Background: an optimization exercise with open tools, aiming at a short achievable clock period and few clock cycles. Do not read the settings as production practice. Function was checked by simulation only, so behaviour that the tests miss may differ from the original. Power is estimated from default activity; no workload was simulated.

==> flow/design.v <==
package axi_bridge_pkg;
	typedef struct packed {
		logic [32-1:0] addr;
		logic [3-1:0] size;
		logic                      uncached;      
		logic                      from_dcache;   
	} rd_req_t;
	typedef struct packed {
		logic [32-1:0] addr;
		logic [3-1:0] size;
		logic [4-1:0] strb;
		logic                      uncached;
		logic [32-1:0] word;   
	} wr_req_t;
	typedef enum logic [1:0] {
		rd_idle,
		rd_addr,    
		rd_data     
	} rd_state_e;
	typedef enum logic [1:0] {
		wr_idle,
		wr_addr,    
		wr_data,    
		wr_resp     
	} wr_state_e;
endpackage
`timescale 1ns/10ps
module cache_req_latch #(
	parameter int W = 32
) (
	input  logic     aclk,
	input  logic     aresetn,
	input  logic     capture,      
	input  logic [W-1:0] payload_in,
	output logic [W-1:0] held
);
	logic [W-1:0] held_q;
	always_ff @(posedge aclk) begin
		if (!aresetn) begin
			held_q <= '0;
		end else if (capture) begin
			held_q <= payload_in;    
		end
	end
	assign held = held_q;
endmodule
`timescale 1ns/10ps
module axi_bridge_ctrl (
	input  logic aclk,
	input  logic aresetn,
	input  logic icache_rd_req,
	input  logic dcache_rd_req,
	input  logic arready,
	input  logic rvalid,
	input  logic rlast,
	input  logic dcache_wr_req,
	input  logic awready,
	input  logic wready,
	input  logic wlast,
	input  logic bvalid,
	output logic icache_rd_rdy,
	output logic dcache_rd_rdy,
	output logic dcache_wr_rdy,
	output logic rd_accept,
	output logic rd_pick_dcache,
	output logic arvalid,
	output logic in_rd_data,
	output logic wr_accept,
	output logic awvalid,
	output logic wvalid,
	output logic bready
);
	axi_bridge_pkg::rd_state_e rd_state;
	axi_bridge_pkg::wr_state_e wr_state;
	assign dcache_rd_rdy  = (rd_state == axi_bridge_pkg::rd_idle);
	assign icache_rd_rdy  = (rd_state == axi_bridge_pkg::rd_idle) & ~dcache_rd_req;
	assign rd_pick_dcache = dcache_rd_req & dcache_rd_rdy;
	assign rd_accept      = rd_pick_dcache | (icache_rd_req & icache_rd_rdy);
	assign arvalid    = (rd_state == axi_bridge_pkg::rd_addr);
	assign in_rd_data = (rd_state == axi_bridge_pkg::rd_data);
	always_ff @(posedge aclk) begin
		if (!aresetn) begin
			rd_state <= axi_bridge_pkg::rd_idle;
		end else begin
			case (rd_state)
				axi_bridge_pkg::rd_idle: begin
					if (rd_accept) begin
						rd_state <= axi_bridge_pkg::rd_addr;
					end
				end
				axi_bridge_pkg::rd_addr: begin
					if (arready) begin
						rd_state <= axi_bridge_pkg::rd_data;
					end
				end
				axi_bridge_pkg::rd_data: begin
					if (rvalid & rlast) begin
						rd_state <= axi_bridge_pkg::rd_idle;
					end
				end
				default: rd_state <= axi_bridge_pkg::rd_idle;
			endcase
		end
	end
	assign dcache_wr_rdy = (wr_state == axi_bridge_pkg::wr_idle);
	assign wr_accept     = dcache_wr_req & dcache_wr_rdy;
	assign awvalid       = (wr_state == axi_bridge_pkg::wr_addr);
	assign wvalid        = (wr_state == axi_bridge_pkg::wr_data);
	assign bready        = (wr_state == axi_bridge_pkg::wr_resp);
	always_ff @(posedge aclk) begin
		if (!aresetn) begin
			wr_state <= axi_bridge_pkg::wr_idle;
		end else begin
			case (wr_state)
				axi_bridge_pkg::wr_idle: begin
					if (wr_accept) begin
						wr_state <= axi_bridge_pkg::wr_addr;
					end
				end
				axi_bridge_pkg::wr_addr: begin
					if (awready) begin
						wr_state <= axi_bridge_pkg::wr_data;
					end
				end
				axi_bridge_pkg::wr_data: begin
					if (wready & wlast) begin    
						wr_state <= axi_bridge_pkg::wr_resp;
					end
				end
				axi_bridge_pkg::wr_resp: begin
					if (bvalid) begin
						wr_state <= axi_bridge_pkg::wr_idle;
					end
				end
				default: wr_state <= axi_bridge_pkg::wr_idle;
			endcase
		end
	end
endmodule
`timescale 1ns/10ps
module axi_read_port (
	input  logic                      aclk,
	input  logic                      aresetn,
	input  logic                      rd_accept,
	input  logic                      rd_pick_dcache,
	input  logic [32-1:0] icache_rd_addr,
	input  logic [3-1:0] icache_rd_size,
	input  logic [32-1:0] dcache_rd_addr,
	input  logic [3-1:0] dcache_rd_size,
	input  logic                      dcache_rd_uncached,
	input  logic                      in_rd_data,
	input  logic                      rvalid,
	input  logic                      rlast,
	input  logic [32-1:0] rdata,
	output logic [32-1:0] araddr,
	output logic [3-1:0] arsize,
	output logic [4-1:0]  arlen,
	output logic [1:0]                arburst,
	output logic [4-1:0]   arid,
	output logic                      rd_owner_dcache,
	output logic                      icache_ret_valid,
	output logic                      icache_ret_last,
	output logic [32-1:0] icache_ret_data,
	output logic                      dcache_ret_valid,
	output logic                      dcache_ret_last,
	output logic [32-1:0] dcache_ret_data
);
	axi_bridge_pkg::rd_req_t rd_next;
	axi_bridge_pkg::rd_req_t rd_held;
	logic                    beat;
	always_comb begin
		if (rd_pick_dcache) begin
			rd_next.addr        = dcache_rd_addr;
			rd_next.size        = dcache_rd_size;
			rd_next.uncached    = dcache_rd_uncached;
			rd_next.from_dcache = 1'b1;
		end else begin
			rd_next.addr        = icache_rd_addr;
			rd_next.size        = icache_rd_size;
			rd_next.uncached    = 1'b0;
			rd_next.from_dcache = 1'b0;
		end
	end
	cache_req_latch #(
		.W(32 + 3 + 2)
	) rd_req_latch_inst (
		.aclk      (aclk),
		.aresetn   (aresetn),
		.capture   (rd_accept),
		.payload_in(rd_next),
		.held      (rd_held)
	);
	assign araddr  = rd_held.addr;
	assign arsize  = rd_held.size;
	assign arlen   = rd_held.uncached ? '0 : 4'(16 - 1);
	assign arburst = rd_held.uncached ? 2'b00 : 2'b01;
	assign arid    = rd_held.from_dcache ? 4'd1 : 4'd0;
	assign rd_owner_dcache = rd_held.from_dcache;
	assign beat = in_rd_data & rvalid;
	assign icache_ret_valid = beat & ~rd_held.from_dcache;
	assign icache_ret_last  = beat & rlast & ~rd_held.from_dcache;
	assign icache_ret_data  = rdata;
	assign dcache_ret_valid = beat & rd_held.from_dcache;
	assign dcache_ret_last  = beat & rlast & rd_held.from_dcache;
	assign dcache_ret_data  = rdata;
endmodule
`timescale 1ns/10ps
module axi_write_port (
	input  logic                      aclk,
	input  logic                      aresetn,
	input  logic                      wr_accept,
	input  logic [32-1:0] dcache_wr_addr,
	input  logic [3-1:0] dcache_wr_size,
	input  logic [4-1:0] dcache_wr_strb,
	input  logic                      dcache_wr_uncached,
	input  logic [512-1:0] dcache_wr_line,
	input  logic [32-1:0] dcache_wr_word,
	input  logic                      wvalid,
	input  logic                      wready,
	output logic [32-1:0] awaddr,
	output logic [3-1:0] awsize,
	output logic [4-1:0]  awlen,
	output logic [1:0]                awburst,
	output logic [4-1:0]   awid,
	output logic [32-1:0] wdata,
	output logic [4-1:0] wstrb,
	output logic                      wlast,
	output logic [4-1:0]   wid
);
	axi_bridge_pkg::wr_req_t   wr_next;
	axi_bridge_pkg::wr_req_t   wr_held;
	logic [512-1:0] line_buf;
	logic [4-1:0]  beat_cnt;
	logic                      w_hs;
	assign wr_next.addr     = dcache_wr_addr;
	assign wr_next.size     = dcache_wr_size;
	assign wr_next.strb     = dcache_wr_strb;
	assign wr_next.uncached = dcache_wr_uncached;
	assign wr_next.word     = dcache_wr_word;
	cache_req_latch #(
		.W(32 + 3 + 4 + 1 + 32)
	) wr_req_latch_inst (
		.aclk      (aclk),
		.aresetn   (aresetn),
		.capture   (wr_accept),
		.payload_in(wr_next),
		.held      (wr_held)
	);
	assign w_hs = wvalid & wready;
	always_ff @(posedge aclk) begin
		if (wr_accept) begin
			line_buf <= dcache_wr_line;
		end else if (w_hs) begin
			line_buf <= {{32{1'b0}}, line_buf[512-1:32]};
		end
	end
	always_ff @(posedge aclk) begin
		if (!aresetn) begin
			beat_cnt <= '0;
		end else if (wr_accept) begin
			beat_cnt <= '0;    
		end else if (w_hs) begin
			beat_cnt <= beat_cnt + 1'b1;
		end
	end
	assign awaddr  = wr_held.addr;
	assign awsize  = wr_held.size;
	assign awlen   = wr_held.uncached ? '0 : 4'(16 - 1);
	assign awburst = wr_held.uncached ? 2'b00 : 2'b01;
	assign awid    = 4'd1;
	assign wid     = 4'd1;
	assign wdata = wr_held.uncached ? wr_held.word : line_buf[32-1:0];
	assign wstrb = wr_held.strb;
	assign wlast = wvalid &
		(wr_held.uncached | (beat_cnt == 4'(16 - 1)));
endmodule
`timescale 1ns/10ps
module axi_sram_bridge (
	input  logic                      aclk,
	input  logic                      aresetn,
	input  logic                      icache_rd_req,
	input  logic [32-1:0] icache_rd_addr,
	input  logic [3-1:0] icache_rd_size,
	output logic                      icache_rd_rdy,
	output logic                      icache_ret_valid,
	output logic                      icache_ret_last,
	output logic [32-1:0] icache_ret_data,
	input  logic                      dcache_rd_req,
	input  logic [32-1:0] dcache_rd_addr,
	input  logic [3-1:0] dcache_rd_size,
	input  logic                      dcache_rd_uncached,
	output logic                      dcache_rd_rdy,
	output logic                      dcache_ret_valid,
	output logic                      dcache_ret_last,
	output logic [32-1:0] dcache_ret_data,
	input  logic                      dcache_wr_req,
	input  logic [32-1:0] dcache_wr_addr,
	input  logic [3-1:0] dcache_wr_size,
	input  logic [4-1:0] dcache_wr_strb,
	input  logic                      dcache_wr_uncached,
	input  logic [512-1:0] dcache_wr_line,
	input  logic [32-1:0] dcache_wr_word,
	output logic                      dcache_wr_rdy,
	output logic [4-1:0]   arid,
	output logic [32-1:0] araddr,
	output logic [4-1:0]  arlen,
	output logic [3-1:0] arsize,
	output logic [1:0]                arburst,
	output logic                      arvalid,
	input  logic                      arready,
	input  logic [32-1:0] rdata,
	input  logic                      rlast,
	input  logic                      rvalid,
	output logic                      rready,
	output logic [4-1:0]   awid,
	output logic [32-1:0] awaddr,
	output logic [4-1:0]  awlen,
	output logic [3-1:0] awsize,
	output logic [1:0]                awburst,
	output logic                      awvalid,
	input  logic                      awready,
	output logic [4-1:0]   wid,
	output logic [32-1:0] wdata,
	output logic [4-1:0] wstrb,
	output logic                      wlast,
	output logic                      wvalid,
	input  logic                      wready,
	input  logic                      bvalid,
	output logic                      bready
);
	logic rd_accept;
	logic rd_pick_dcache;
	logic in_rd_data;
	logic wr_accept;
	assign rready = 1'b1;    
	axi_bridge_ctrl axi_bridge_ctrl_inst (
		.aclk          (aclk),
		.aresetn       (aresetn),
		.icache_rd_req (icache_rd_req),
		.dcache_rd_req (dcache_rd_req),
		.arready       (arready),
		.rvalid        (rvalid),
		.rlast         (rlast),
		.dcache_wr_req (dcache_wr_req),
		.awready       (awready),
		.wready        (wready),
		.wlast         (wlast),
		.bvalid        (bvalid),
		.icache_rd_rdy (icache_rd_rdy),
		.dcache_rd_rdy (dcache_rd_rdy),
		.dcache_wr_rdy (dcache_wr_rdy),
		.rd_accept     (rd_accept),
		.rd_pick_dcache(rd_pick_dcache),
		.arvalid       (arvalid),
		.in_rd_data    (in_rd_data),
		.wr_accept     (wr_accept),
		.awvalid       (awvalid),
		.wvalid        (wvalid),
		.bready        (bready)
	);
	axi_read_port axi_read_port_inst (
		.aclk              (aclk),
		.aresetn           (aresetn),
		.rd_accept         (rd_accept),
		.rd_pick_dcache    (rd_pick_dcache),
		.icache_rd_addr    (icache_rd_addr),
		.icache_rd_size    (icache_rd_size),
		.dcache_rd_addr    (dcache_rd_addr),
		.dcache_rd_size    (dcache_rd_size),
		.dcache_rd_uncached(dcache_rd_uncached),
		.in_rd_data        (in_rd_data),
		.rvalid            (rvalid),
		.rlast             (rlast),
		.rdata             (rdata),
		.araddr            (araddr),
		.arsize            (arsize),
		.arlen             (arlen),
		.arburst           (arburst),
		.arid              (arid),
		.rd_owner_dcache   (),
		.icache_ret_valid  (icache_ret_valid),
		.icache_ret_last   (icache_ret_last),
		.icache_ret_data   (icache_ret_data),
		.dcache_ret_valid  (dcache_ret_valid),
		.dcache_ret_last   (dcache_ret_last),
		.dcache_ret_data   (dcache_ret_data)
	);
	axi_write_port axi_write_port_inst (
		.aclk              (aclk),
		.aresetn           (aresetn),
		.wr_accept         (wr_accept),
		.dcache_wr_addr    (dcache_wr_addr),
		.dcache_wr_size    (dcache_wr_size),
		.dcache_wr_strb    (dcache_wr_strb),
		.dcache_wr_uncached(dcache_wr_uncached),
		.dcache_wr_line    (dcache_wr_line),
		.dcache_wr_word    (dcache_wr_word),
		.wvalid            (wvalid),
		.wready            (wready),
		.awaddr            (awaddr),
		.awsize            (awsize),
		.awlen             (awlen),
		.awburst           (awburst),
		.awid              (awid),
		.wdata             (wdata),
		.wstrb             (wstrb),
		.wlast             (wlast),
		.wid               (wid)
	);
endmodule
==> flow/run.sh <==
#!/bin/bash
# synth_recipe.tcl (not shown) runs the flow's synth.tcl, then flattens the netlist and writes it again
# the make line also repeats each setting of config.mk as NAME=value (left out here)
make -C /OpenROAD-flow-scripts/flow DESIGN_CONFIG=/design/flow/config.mk WORK_HOME=/design/flow/orfs CLKGATE_MAP_FILE= SYNTH_SCRIPT=/design/flow/synth_recipe.tcl finish
==> flow/config.mk <==
export PLATFORM = sky130hd
export DESIGN_NAME = axi_sram_bridge
export DESIGN_NICKNAME = axi_sram_bridge
export VERILOG_FILES = /design/flow/design.v
export SDC_FILE = /design/flow/constraint.sdc
export NUM_CORES = 4
export LEC_CHECK = 0
export CAP_MARGIN = 20
export CORE_MARGIN = 2
export CORE_UTILIZATION = 40
export SLEW_MARGIN = 20
==> flow/constraint.sdc <==
create_clock -name core_clock -period 4.0 [get_ports {aclk}]
set_input_delay 0.8000 -clock core_clock [delete_from_list [all_inputs] [get_ports {aclk}]]
set_output_delay 0.8000 -clock core_clock [all_outputs]
set_load 0.01 [all_outputs]
==> impl_metrics.xml <==
<?xml version="1.0" encoding="UTF-8"?>
<metrics>
  <group name="floorplan">
    <metric name="io-pin-count" unit="">905</metric>
    <metric name="chipHeight" unit="um">268.3</metric>
    <metric name="core_region_area" unit="um2">68830</metric>
    <metric name="placementRows" unit="">96</metric>
    <metric name="die-area" unit="um2">71980</metric>
    <metric name="dieWidth" unit="um">268.3</metric>
    <metric name="start_util" unit="%">40.60</metric>
  </group>
  <group name="placed_design">
    <metric name="place.gp.congestion" unit="">0.9675</metric>
    <metric name="detailed_place_hpwl" unit="mm">78.90</metric>
    <metric name="dpl.cell_count" unit="">4364</metric>
    <metric name="portBuffers" unit="">794</metric>
  </group>
  <group name="clock_network">
    <metric name="cts_repair_resize_count" unit="">0</metric>
    <metric name="number_of_cts_inserted_buffers" unit="">70</metric>
    <metric name="cts_tree" unit="">built</metric>
    <metric name="clock_sink_count" unit="">629</metric>
    <metric name="root_buffer" unit="">clkbuf_16</metric>
    <metric name="clk_transition_reported_paths" unit="ns">0.06</metric>
    <metric name="ctsHtreeMaxLevel" unit="">3</metric>
    <metric name="postCtsSetupRepairBufs" unit="">0</metric>
    <metric name="clock_tree.buffer_depth" unit="">3</metric>
    <metric name="worstSkewPairLatency" unit="ns">0.60</metric>
    <metric name="cts_hold_buffers" unit="">0</metric>
  </group>
  <group name="setup_path">
    <metric name="r2r-start" unit="">axi_bridge_ctrl_inst.wr_state[0]</metric>
    <metric name="worstPathMaxFanout" unit="">28</metric>
    <metric name="timing.reg2reg.worst_path_depth" unit="">8</metric>
    <metric name="timing.setup.critical_path_class" unit="">reg -&gt; out</metric>
    <metric name="timing.critical_path.from_type" unit="">register</metric>
    <metric name="setup_crit_end_kind" unit="">output pin</metric>
    <metric name="worst_ep_arrival_time" unit="ns">2.67</metric>
    <metric name="timing.rr.end" unit="">axi_write_port_inst.line_buf[210]</metric>
    <metric name="cp.required" unit="ns">3.20</metric>
    <metric name="reg2reg_setup_slack" unit="ns">1.30</metric>
  </group>
  <group name="power_and_ir_drop">
    <metric name="p_per_area" unit="nW/um2">630.3</metric>
    <metric name="fin_total_pwr" unit="mW">23.92</metric>
    <metric name="ir_drop" unit="mV">0.2891</metric>
    <metric name="cellLeakagePower" unit="nW">15.66</metric>
  </group>
  <group name="synth">
    <metric name="postSynthRegisterBits" unit="">629</metric>
    <metric name="synth_top_area_cell" unit="">edfxtp_1</metric>
    <metric name="proportion_of_netlist_area_held_by_the_largest_area_contributor" unit="%">55.02</metric>
    <metric name="synth_cell_types" unit="">38</metric>
    <metric name="yosys-top-cells-area" unit="">edfxtp_1, nand2_1, dfxtp_1</metric>
    <metric name="syn_inst" unit="">2909</metric>
    <metric name="synthArstFlopShare" unit="%">0</metric>
    <metric name="post_synth.cell_area_avg" unit="um2">9.605</metric>
    <metric name="syn-cell-area" unit="um2">27940</metric>
    <metric name="synth-edff-count" unit="">512</metric>
    <metric name="ys.flop_type" unit="">edfxtp_1</metric>
    <metric name="yosysWarningCount" unit="">5</metric>
    <metric name="seq_area_frac_synth" unit="%">63.41</metric>
  </group>
  <group name="routing">
    <metric name="routed_wire_length_per_instance" unit="um">22.88</metric>
    <metric name="via_count" unit="">21675</metric>
    <metric name="drt.antenna.violating_nets" unit="">0</metric>
    <metric name="number_of_drc_markers_after_the_initial_detailed_route_iteration" unit="">1605</metric>
    <metric name="detail_route.drc_violations" unit="">0</metric>
    <metric name="route.final.wire_length" unit="mm">103.2</metric>
    <metric name="firstDrtPassIters" unit="">5</metric>
    <metric name="vias_per_cell" unit="">4.807</metric>
  </group>
  <group name="grt">
    <metric name="grt_max_degree" unit="">127</metric>
    <metric name="grt_antenna_before_repair" unit="">51</metric>
    <metric name="grt_pass1_vias" unit="">21767</metric>
    <metric name="gr-usage-all-layers" unit="%">27.99</metric>
    <metric name="first_pass_grt_wire_length" unit="mm">144.2</metric>
    <metric name="gr-total-overflow" unit="">0</metric>
  </group>
  <group name="job">
    <metric name="max_cap_viol_count" unit="">0</metric>
  </group>
  <group name="timing">
    <metric name="fin_crit_sh" unit="%">86.63</metric>
    <metric name="max-slew-margin-rel" unit="%">42.01</metric>
    <metric name="minimum_clock_period" unit="ns">3.465</metric>
    <metric name="final-hold-violation-count" unit="">0</metric>
    <metric name="hold-worst-slack" unit="ns">0.4581</metric>
    <metric name="achievable-frequency" unit="MHz">288.6</metric>
    <metric name="worst_slew_pin_slew" unit="ns">0.8699</metric>
    <metric name="setup_total_negative_slack" unit="ns">0</metric>
    <metric name="finalSetupViolCount" unit="">0</metric>
    <metric name="report.final.slew_viol_count" unit="">0</metric>
    <metric name="clock-skew-final" unit="ns">0.02058</metric>
    <metric name="setup_repair_after_global_routing_missed_its_margin" unit="">false</metric>
  </group>
  <group name="cells_and_area">
    <metric name="multi_input_comb_area" unit="um2">8279</metric>
    <metric name="final_cell_count_no_fill" unit="">4509</metric>
    <metric name="fillerInstances" unit="">6102</metric>
    <metric name="area_growth_syn_to_layout" unit="%">35.80</metric>
    <metric name="drive_gt1_share" unit="%">4.889</metric>
    <metric name="sequential_area" unit="um2">17720</metric>
    <metric name="utilization" unit="%">55.13</metric>
    <metric name="num-nets-final" unit="">4208</metric>
  </group>
  <group name="min_path">
    <metric name="worst_hold_class" unit="">reg -&gt; reg</metric>
    <metric name="hold_path_depth" unit="">2</metric>
  </group>
  <group name="outcome">
    <metric name="run_status" unit="">no timing/DRC/antenna violations</metric>
  </group>
</metrics>
[cell usage after synthesis (all sizes together) (4+ instances only)]
library cell  count
nor2b             6
edfxtp          512
a21oi            38
mux2             32
buf             261
a21boi           73
dfxtp           117
ha                5
inv               7
nand3             4
nand2          1626
o21ai            70
and3             32
nor2             36
clkbuf           64
[flip-flops by register name, indices dropped and copies added (netlist names)]
name,cells
axi_bridge_ctrl_inst.rd_state,2
axi_bridge_ctrl_inst.wr_state,2
axi_read_port_inst.rd_req_latch_inst.held_q,37
axi_write_port_inst.beat_cnt,4
axi_write_port_inst.line_buf,512
axi_write_port_inst.wr_req_latch_inst.held_q,72
[logic make-up after synthesis]
group                      count (synthesis)  share of synthesized area [%]
and+or+nand+nor                         1715                          23.55
DFF                                      629                          63.41
buffers and inverters                    332                          7.218
AOI/OAI and AO/OA                        191                          4.182
muxes                                     33                          1.325
adders and majority gates                  5                         0.2239
other                                      2                        0.02688
xor gates and xnor gates                   2                        0.06270
[layout make-up]
type | count | share of cell area [%]
Clock inverter | 24 | 0.4781
Inverter | 7 | 0.06925
Sequential cell | 629 | 46.69
Timing Repair Buffer | 837 | 22.54
Tap cell | 931 | 3.070
Multi-Input combinational cell | 1960 | 21.82
Antenna cell | 19 | 0.1253
Clock buffer | 102 | 5.203
[how the worst max path moves through the flow]
| stage | end | startpoint | cells after the start |
|---|---|---|---|
| final | wdata[22] | register | 3 |
| after global routing | wdata[17] | register | 3 |
| after CTS | wdata[22] | register | 3 |
| after detailed placement | icache_ret_last | rvalid | 4 |
| after global placement | icache_ret_last | rvalid | 4 |
| after floorplan | axi_write_port_inst.line_buf[0] | axi_bridge_ctrl_inst.wr_state[0] | 7 |
[layout by cell type, fill, tap and decap left out, types with 14 or more instances in the layout]
cell             Yosys  final
nor2_1              35     35
clkbuf_1            63     24
conb_1               2     14
buf_12               0     23
edfxtp_1           512    512
diode_2              0     19
and3_1              32     32
dfxtp_1            117    116
a21oi_1             38     38
buf_4              181     20
a21boi_0            71     71
mux2_2              32     32
clkbuf_16            0     72
clkdlybuf4s50_1      0    793
o21ai_0             70     70
nand2_1           1626   1624
[power by group]
group          leakage, nW  total (mW)  internal (mW)  switching [mW]
logic                 8.68        6.94           2.61            4.34
clock network         1.05        6.17           3.56            2.61
registers             5.93        10.8           10.2           0.618
total                 15.7        23.9           16.4            7.56
[metrics by stage]
stage	setup slack, ns	cell area, um2
after global routing	0.4688	37930
final	0.5350	37950
after global placement	0.8174	35740
after detailed placement	0.7453	35740
after floorplan	0.04744	28000
after CTS	0.4873	37900
[layer usage]
metal / part of all wire, % / up-vias / wire length [um] / GRT usage (%)
met2: 48 / 866 / 49290 / 46.39
met5: 0.57 / - / 586 / 1.959
li1: - / 10484 / - / -
met4: 3.8 / 66 / 3876 / 10.92
met3: 11 / 204 / 11490 / 12.16
met1: 37 / 10055 / 37940 / 31.64
[worst max-delay path: stages (launching register included)]
cell	delay, ns
dfxtp_2	0.88
buf_4	0.31
mux2_2	0.36
clkdlybuf4s50_1	0.48
Testbench counts, summed over its fixed seeds: cycles 15,769.

## separate check: timing with driven ports
How much do the figures lean on ideal ports? The routed layout below was timed once more, with nothing changed but the port constraints. Step 1 assumes that a clkbuf_16 drives the clock port and a buf_2 every other input. Step 2 also shifts input and output timing later by t, the mid clock arrival at the registers, as if the neighbouring blocks saw the same clock. Three values: no drivers, after step 1, after step 2; two values: the first two.
t (ns): 0.659
setup WS [ns]: 0.535 / 0.468 / 0.700
hold WS [ns]: 0.458 / 0.458 / 0.458
clock arrival spread, ns: 0.024 / 0.023
After both steps this run still meets setup and hold. For this run, drivers alone change the setup slack by -0.067 ns; drivers and shift together by +0.165 ns.
